Context: an optimization exercise on an open-source flow, tuned for small area. The choices shown serve that exercise and are no tape-out recipe.
The RTL was checked by simulation tests, not by an equivalence proof against the original design.
No activity file was given, so power comes from the tool's default toggle rates.

run A:
==> flow/design.v (excerpt) <==
module adxl345_reader (
    input  logic                  CLK,
    input  logic                  RESET,
    input  adxl_pkg::word_addr_t  raddr,
    output logic [31:0]           rdata,
    input  logic [6:0]            i2c_address,
    input  logic                  interval_enable,
    input  logic [31:0]           interval_cycles,
    input  logic                  single_request,
    output logic                  single_done,
    output adxl_pkg::byte_t       m_axis_tdata,
    output logic [7:0]            m_axis_tuser,
    output logic                  m_axis_tvalid,
    output logic                  m_axis_tlast,
    input  logic                  m_axis_tready,
    input  adxl_pkg::byte_t       s_axis_tdata,
    input  logic                  s_axis_tvalid,
    input  logic                  s_axis_tlast,
    output logic                  s_axis_tready
);
clock: 10.0 ns
lec_check: 0
cap_margin: 20
core_margin: 2
core_utilization: 55
place_density: 0.7
slew_margin: 20
standard.sh (not shown) runs the stock make flow with config.mk's settings and CLKGATE_MAP_FILE= SYNTH_SCRIPT=/design/flow/synth_recipe.tcl, a recipe that flattens the netlist after the stock synthesis.
==> flow/flow/run.sh <==
#!/bin/bash
# Layout flow: the standard flow (standard.sh) with
#  - a gate-level read multiplexer and an area-oriented ABC mapping in
#    synthesis (flow/synth.tcl); registers are
#    mapped before ABC, so they are the standard synthesis's, and
#    match_names.py gives them the standard synthesis's instance names;
#  - the smallest buffer on the ports;
#  - a clock tree of small (clkbuf_4) leaf buffers without dummy loads.
set -euo pipefail
W=$(pwd)
R=$W/orfs/results/$FLOW_PLATFORM/adxl345_reader/base
KNOBS=(
  BUFFER_PORTS_ARGS="-buffer_cell sky130_fd_sc_hd__buf_1"
  CTS_ARGS="-sink_clustering_enable -repair_clock_nets -sink_clustering_size 11 -sink_clustering_max_diameter 45 -buf_list sky130_fd_sc_hd__clkbuf_4 -dont_use_dummy_load"
)
# standard synthesis, kept for its register names
bash standard.sh synth > "$W/std_synth.log" 2>&1
cp "$R/1_2_yosys.v" "$W/std_synth.v"
rm -f "$R/1_2_yosys.v" "$R/1_synth.odb" "$R/1_synth.sdc"
# area-oriented synthesis
bash standard.sh SYNTH_SCRIPT="$W/flow/synth.tcl" "${KNOBS[@]}" "$R/1_2_yosys.v" > "$W/area_synth.log" 2>&1
python3 "$W/flow/match_names.py" "$W/std_synth.v" "$R/1_2_yosys.v" > "$W/match_names.log" 2>&1
bash standard.sh SYNTH_SCRIPT="$W/flow/synth.tcl" "${KNOBS[@]}" finish > "$W/standard.log" 2>&1
==> flow/flow/gen_rdmux.py <==
#!/usr/bin/env python3
"""Write a gate-level adxl_host_read (the bank's read multiplexer) to the file
given as argument. Same ports and function as rtl/adxl_host_read.sv; the
per-bit AND-OR is built from a222oi/a22oi, and3 and a31oi cells, and the
word predecode and lane masks are left as plain logic for ABC to map; the
15 word selects are and2_4 cells, strong enough for their 16 or 32 loads.

Per output bit b of lane l, over the words w holding byte 4w+l (< 58):
  t_g  = a222oi of three (sel[w] & byte bit) terms (a22oi for a group of 2)
  u    = and3(t_0, t_1, t_2)
  bit  = a31oi(u, t_3, t_4, nok[l]) = ok[l] & !(t_0 & ... & t_4)
"""
import sys

NB = 58
P = 'sky130_fd_sc_hd__'
out = []
o = out.append
o('module adxl_host_read (')
o('    input  [3:0]   raddr_q,')
o('    input  [5:0]   hw,')
o('    input          rst_q,')
o('    input  [463:0] mem_flat,')
o('    output [31:0]  rdata')
o(');')
o('    wire [3:0] nok;')
o('    wire w_lt = raddr_q < hw[5:2];')
o('    wire w_eq = raddr_q == hw[5:2];')
for l in range(4):
    o('    assign nok[%d] = !(!rst_q && (w_lt || (w_eq && (2\'d%d < hw[1:0]))));' % (l, l))
o('    wire [3:0] lo, hi;')
for i in range(4):
    o('    assign lo[%d] = (raddr_q[1:0] == 2\'d%d);' % (i, i))
    o('    assign hi[%d] = (raddr_q[3:2] == 2\'d%d);' % (i, i))
# each word select drives 16 or 32 cell inputs: a strong and2
o('    wire [14:0] sel;')
for w in range(15):
    o('    %sand2_4 sel_%d (.A(hi[%d]), .B(lo[%d]), .X(sel[%d]));' % (P, w, w >> 2, w & 3, w))
for l in range(4):
    for b in range(8):
        n = 'l%db%d' % (l, b)
        words = [w for w in range(15) if 4 * w + l < NB]
        groups = [words[i:i + 3] for i in range(0, len(words), 3)]
        assert len(groups) == 5
        ts = []
        for gi, g in enumerate(groups):
            t = '%s_t%d' % (n, gi)
            ts.append(t)
            o('    wire %s;' % t)
            pins = []
            for k, w in enumerate(g):
                a = 'ABC'[k]
                pins.append('.%s1(sel[%d])' % (a, w))
                pins.append('.%s2(mem_flat[%d])' % (a, 8 * (4 * w + l) + b))
            cell = 'a222oi_1' if len(g) == 3 else 'a22oi_1'
            o('    %s%s %s_g%d (%s, .Y(%s));' % (P, cell, n, gi, ', '.join(pins), t))
        o('    wire %s_u;' % n)
        o('    %sand3_1 %s_a (.A(%s), .B(%s), .C(%s), .X(%s_u));' % (P, n, ts[0], ts[1], ts[2], n))
        o('    %sa31oi_1 %s_o (.A1(%s_u), .A2(%s), .A3(%s), .B1(nok[%d]), .Y(rdata[%d]));'
          % (P, n, n, ts[3], ts[4], l, 8 * l + b))
o('endmodule')
open(sys.argv[1], 'w').write('\n'.join(out) + '\n')
Other scripts of this flow, unchanged in this note and not shown: flow/flow/match_names.py, flow/flow/synth.tcl
#### Input delta (run B over run A)
# run A
export LEC_CHECK = 0
export CAP_MARGIN = 20
export CORE_MARGIN = 2
export CORE_UTILIZATION = 55
export PLACE_DENSITY = 0.7
export SLEW_MARGIN = 20
create_clock -name core_clock -period 10.0 [get_ports {CLK}]
# run B
export LEC_CHECK = 0
export CAP_MARGIN = 20
export CORE_MARGIN = 2
export CORE_UTILIZATION = 65
export PLACE_DENSITY = 0.75
export SLEW_MARGIN = 20
create_clock -name core_clock -period 10.0 [get_ports {CLK}]
diff --git a/flow/flow/gen_rdmux.py b/flow/flow/gen_rdmux.py
--- a/flow/flow/gen_rdmux.py
+++ b/flow/flow/gen_rdmux.py
@@ -4,4 +4,3 @@
 per-bit AND-OR is built from a222oi/a22oi, and3 and a31oi cells, and the
-word predecode and lane masks are left as plain logic for ABC to map; the
-15 word selects are and2_4 cells, strong enough for their 16 or 32 loads.
+word decode and lane masks are left as plain logic for ABC to map.
 
@@ -30,10 +29,5 @@
     o('    assign nok[%d] = !(!rst_q && (w_lt || (w_eq && (2\'d%d < hw[1:0]))));' % (l, l))
-o('    wire [3:0] lo, hi;')
-for i in range(4):
-    o('    assign lo[%d] = (raddr_q[1:0] == 2\'d%d);' % (i, i))
-    o('    assign hi[%d] = (raddr_q[3:2] == 2\'d%d);' % (i, i))
-# each word select drives 16 or 32 cell inputs: a strong and2
 o('    wire [14:0] sel;')
 for w in range(15):
-    o('    %sand2_4 sel_%d (.A(hi[%d]), .B(lo[%d]), .X(sel[%d]));' % (P, w, w >> 2, w & 3, w))
+    o('    assign sel[%d] = (raddr_q == 4\'d%d);' % (w, w))
 for l in range(4):
[summary]
Looking at minimum clock period across run B and run A, the one that comes out higher is run B. NOTE: proportion of power drawn by the clock network in run B falls short of that of run A. Diff run B and run A: switching fraction of total power higher in run A. On hold slack, run B tracks run A almost exactly. Between run B and run A, the site row count is higher for run A. Compared with run A, detailed-route vias per instance in run B increased by a few percent. Diff run B and run A: number of well taps higher in run A.
[inputs] run C vs run B
# run B
export LEC_CHECK = 0
export CAP_MARGIN = 20
export CORE_MARGIN = 2
export CORE_UTILIZATION = 65
export PLACE_DENSITY = 0.75
export SLEW_MARGIN = 20
create_clock -name core_clock -period 10.0 [get_ports {CLK}]
# run C
export LEC_CHECK = 0
export CAP_MARGIN = 20
export CORE_MARGIN = 2
export CORE_UTILIZATION = 55
export PLACE_DENSITY = 0.6
export SLEW_MARGIN = 20
create_clock -name core_clock -period 10.0 [get_ports {CLK}]
[summary]
Comparing run C against run B, there is no change at all in sequential area share after synthesis.
Every run (run C and run B) finished clean.
Cmp run C vs run B: leakage power higher in run C
Final routed wirelength across all metal layers (lower): run B
On critical-path maximum fanout: between run C and run B, it ends up higher for run C.
Here is what was changed in the inputs of run D compared with run C.
# run C
export LEC_CHECK = 0
export CAP_MARGIN = 20
export CORE_MARGIN = 2
export CORE_UTILIZATION = 55
export PLACE_DENSITY = 0.6
export SLEW_MARGIN = 20
create_clock -name core_clock -period 10.0 [get_ports {CLK}]
# run D
export LEC_CHECK = 0
export CAP_MARGIN = 20
export CORE_MARGIN = 2
export CORE_UTILIZATION = 55
export PLACE_DENSITY = 0.7
export SLEW_MARGIN = 20
create_clock -name core_clock -period 10.0 [get_ports {CLK}]
diff --git a/flow/flow/run.sh b/flow/flow/run.sh
--- a/flow/flow/run.sh
+++ b/flow/flow/run.sh
@@ -13,3 +13,3 @@
   BUFFER_PORTS_ARGS="-buffer_cell sky130_fd_sc_hd__buf_1"
-  CTS_ARGS="-sink_clustering_enable -repair_clock_nets -sink_clustering_size 11 -sink_clustering_max_diameter 45 -buf_list sky130_fd_sc_hd__clkbuf_4 -dont_use_dummy_load"
+  CTS_ARGS="-sink_clustering_enable -repair_clock_nets -sink_clustering_size 12 -sink_clustering_max_diameter 40 -buf_list sky130_fd_sc_hd__clkbuf_4 -dont_use_dummy_load"
 )
diff --git a/flow/flow/gen_rdmux.py b/flow/flow/gen_rdmux.py
--- a/flow/flow/gen_rdmux.py
+++ b/flow/flow/gen_rdmux.py
@@ -4,3 +4,4 @@
 per-bit AND-OR is built from a222oi/a22oi, and3 and a31oi cells, and the
-word decode and lane masks are left as plain logic for ABC to map.
+word predecode and lane masks are left as plain logic for ABC to map; the
+15 word selects are and2_4 cells, strong enough for their 16 or 32 loads.
 
@@ -29,5 +30,10 @@
     o('    assign nok[%d] = !(!rst_q && (w_lt || (w_eq && (2\'d%d < hw[1:0]))));' % (l, l))
+o('    wire [3:0] lo, hi;')
+for i in range(4):
+    o('    assign lo[%d] = (raddr_q[1:0] == 2\'d%d);' % (i, i))
+    o('    assign hi[%d] = (raddr_q[3:2] == 2\'d%d);' % (i, i))
+# each word select drives 16 or 32 cell inputs: a strong and2
 o('    wire [14:0] sel;')
 for w in range(15):
-    o('    assign sel[%d] = (raddr_q == 4\'d%d);' % (w, w))
+    o('    %sand2_4 sel_%d (.A(hi[%d]), .B(lo[%d]), .X(sel[%d]));' % (P, w, w >> 2, w & 3, w))
 for l in range(4):
Notes after the runs:
Run D finished every step from synthesis to the final layout, and the layout passed the timing, DRC and antenna checks.
Compared to run C, the router laid down less metal wire for run D.
Met2 track utilization from global routing (lower): run D
Total power sits lower in run D than in run C.
Going from run C to run D, relative area of non-clock buffer cells in the final design shrinks by 0.68 points.
The run showing the smaller clock network power share is run D.
On part of the power in combinational logic, run C and run D are neck and neck.
Delta (run D minus run C): adder-cell area share of the yosys netlist about even, share of the clock period used by the worst path fell 2.4 points.
The following lists how run E was set up differently from run D:
diff --git a/flow/flow/run.sh b/flow/flow/run.sh
--- a/flow/flow/run.sh
+++ b/flow/flow/run.sh
@@ -13,3 +13,3 @@
   BUFFER_PORTS_ARGS="-buffer_cell sky130_fd_sc_hd__buf_1"
-  CTS_ARGS="-sink_clustering_enable -repair_clock_nets -sink_clustering_size 12 -sink_clustering_max_diameter 40 -buf_list sky130_fd_sc_hd__clkbuf_4 -dont_use_dummy_load"
+  CTS_ARGS="-sink_clustering_enable -repair_clock_nets -sink_clustering_size 11 -sink_clustering_max_diameter 45 -buf_list sky130_fd_sc_hd__clkbuf_4 -dont_use_dummy_load"
 )
diff --git a/flow/flow/gen_rdmux.py b/flow/flow/gen_rdmux.py
--- a/flow/flow/gen_rdmux.py
+++ b/flow/flow/gen_rdmux.py
@@ -4,4 +4,3 @@
 per-bit AND-OR is built from a222oi/a22oi, and3 and a31oi cells, and the
-word predecode and lane masks are left as plain logic for ABC to map; the
-15 word selects are and2_4 cells, strong enough for their 16 or 32 loads.
+word decode and lane masks are left as plain logic for ABC to map.
 
@@ -30,10 +29,5 @@
     o('    assign nok[%d] = !(!rst_q && (w_lt || (w_eq && (2\'d%d < hw[1:0]))));' % (l, l))
-o('    wire [3:0] lo, hi;')
-for i in range(4):
-    o('    assign lo[%d] = (raddr_q[1:0] == 2\'d%d);' % (i, i))
-    o('    assign hi[%d] = (raddr_q[3:2] == 2\'d%d);' % (i, i))
-# each word select drives 16 or 32 cell inputs: a strong and2
 o('    wire [14:0] sel;')
 for w in range(15):
-    o('    %sand2_4 sel_%d (.A(hi[%d]), .B(lo[%d]), .X(sel[%d]));' % (P, w, w >> 2, w & 3, w))
+    o('    assign sel[%d] = (raddr_q == 4\'d%d);' % (w, w))
 for l in range(4):
The final layouts of run D and run E pass the timing, DRC and antenna checks. Wire length: run D vs run E, no meaningful difference. [compare] base=run D new=run E: combined buffer and inverter count along the critical path moved down; design internal power level; multi-input combinational area share moved down; half-perimeter wire length after placement moved up.

[separate check: timing with driven ports]
The flow's constraints put no driver on any port. The routed layouts listed below were extracted and timed again, unchanged, in two steps. Step 1, drivers: a clkbuf_16 drives CLK and a buf_2 each remaining input, both assumed. Step 2 moves the port delays by t, midway between the first and last clock arrival at a register: inputs arrive t later, outputs are due t later. That takes back most of the time a late clock gives input paths. Slacks: ideal / step 1 / step 2; pairs: ideal / step 1.
run | t, ns | slack for setup (ns) | worst hold slack (ns) | worst setup path after step 2 | latest minus earliest clock arrival (ns)
run A | 0.762 | 4.537 / 4.493 / 5.255 | 0.329 / 0.329 / 0.329 | register to output | 0.055 / 0.055
run B | 0.748 | 4.354 / 4.307 / 5.054 | 0.327 / 0.327 / 0.327 | register to output | 0.057 / 0.057
run C | 0.780 | 4.315 / 4.268 / 5.048 | 0.330 / 0.330 / 0.330 | register to output | 0.079 / 0.079
run D | 0.756 | 4.557 / 4.511 / 5.267 | 0.328 / 0.328 / 0.328 | register to output | 0.112 / 0.112
run E | 0.823 | 4.496 / 4.448 / 5.271 | 0.322 / 0.322 / 0.322 | register to output | 0.082 / 0.082
After both steps setup and hold are still met in every run listed.
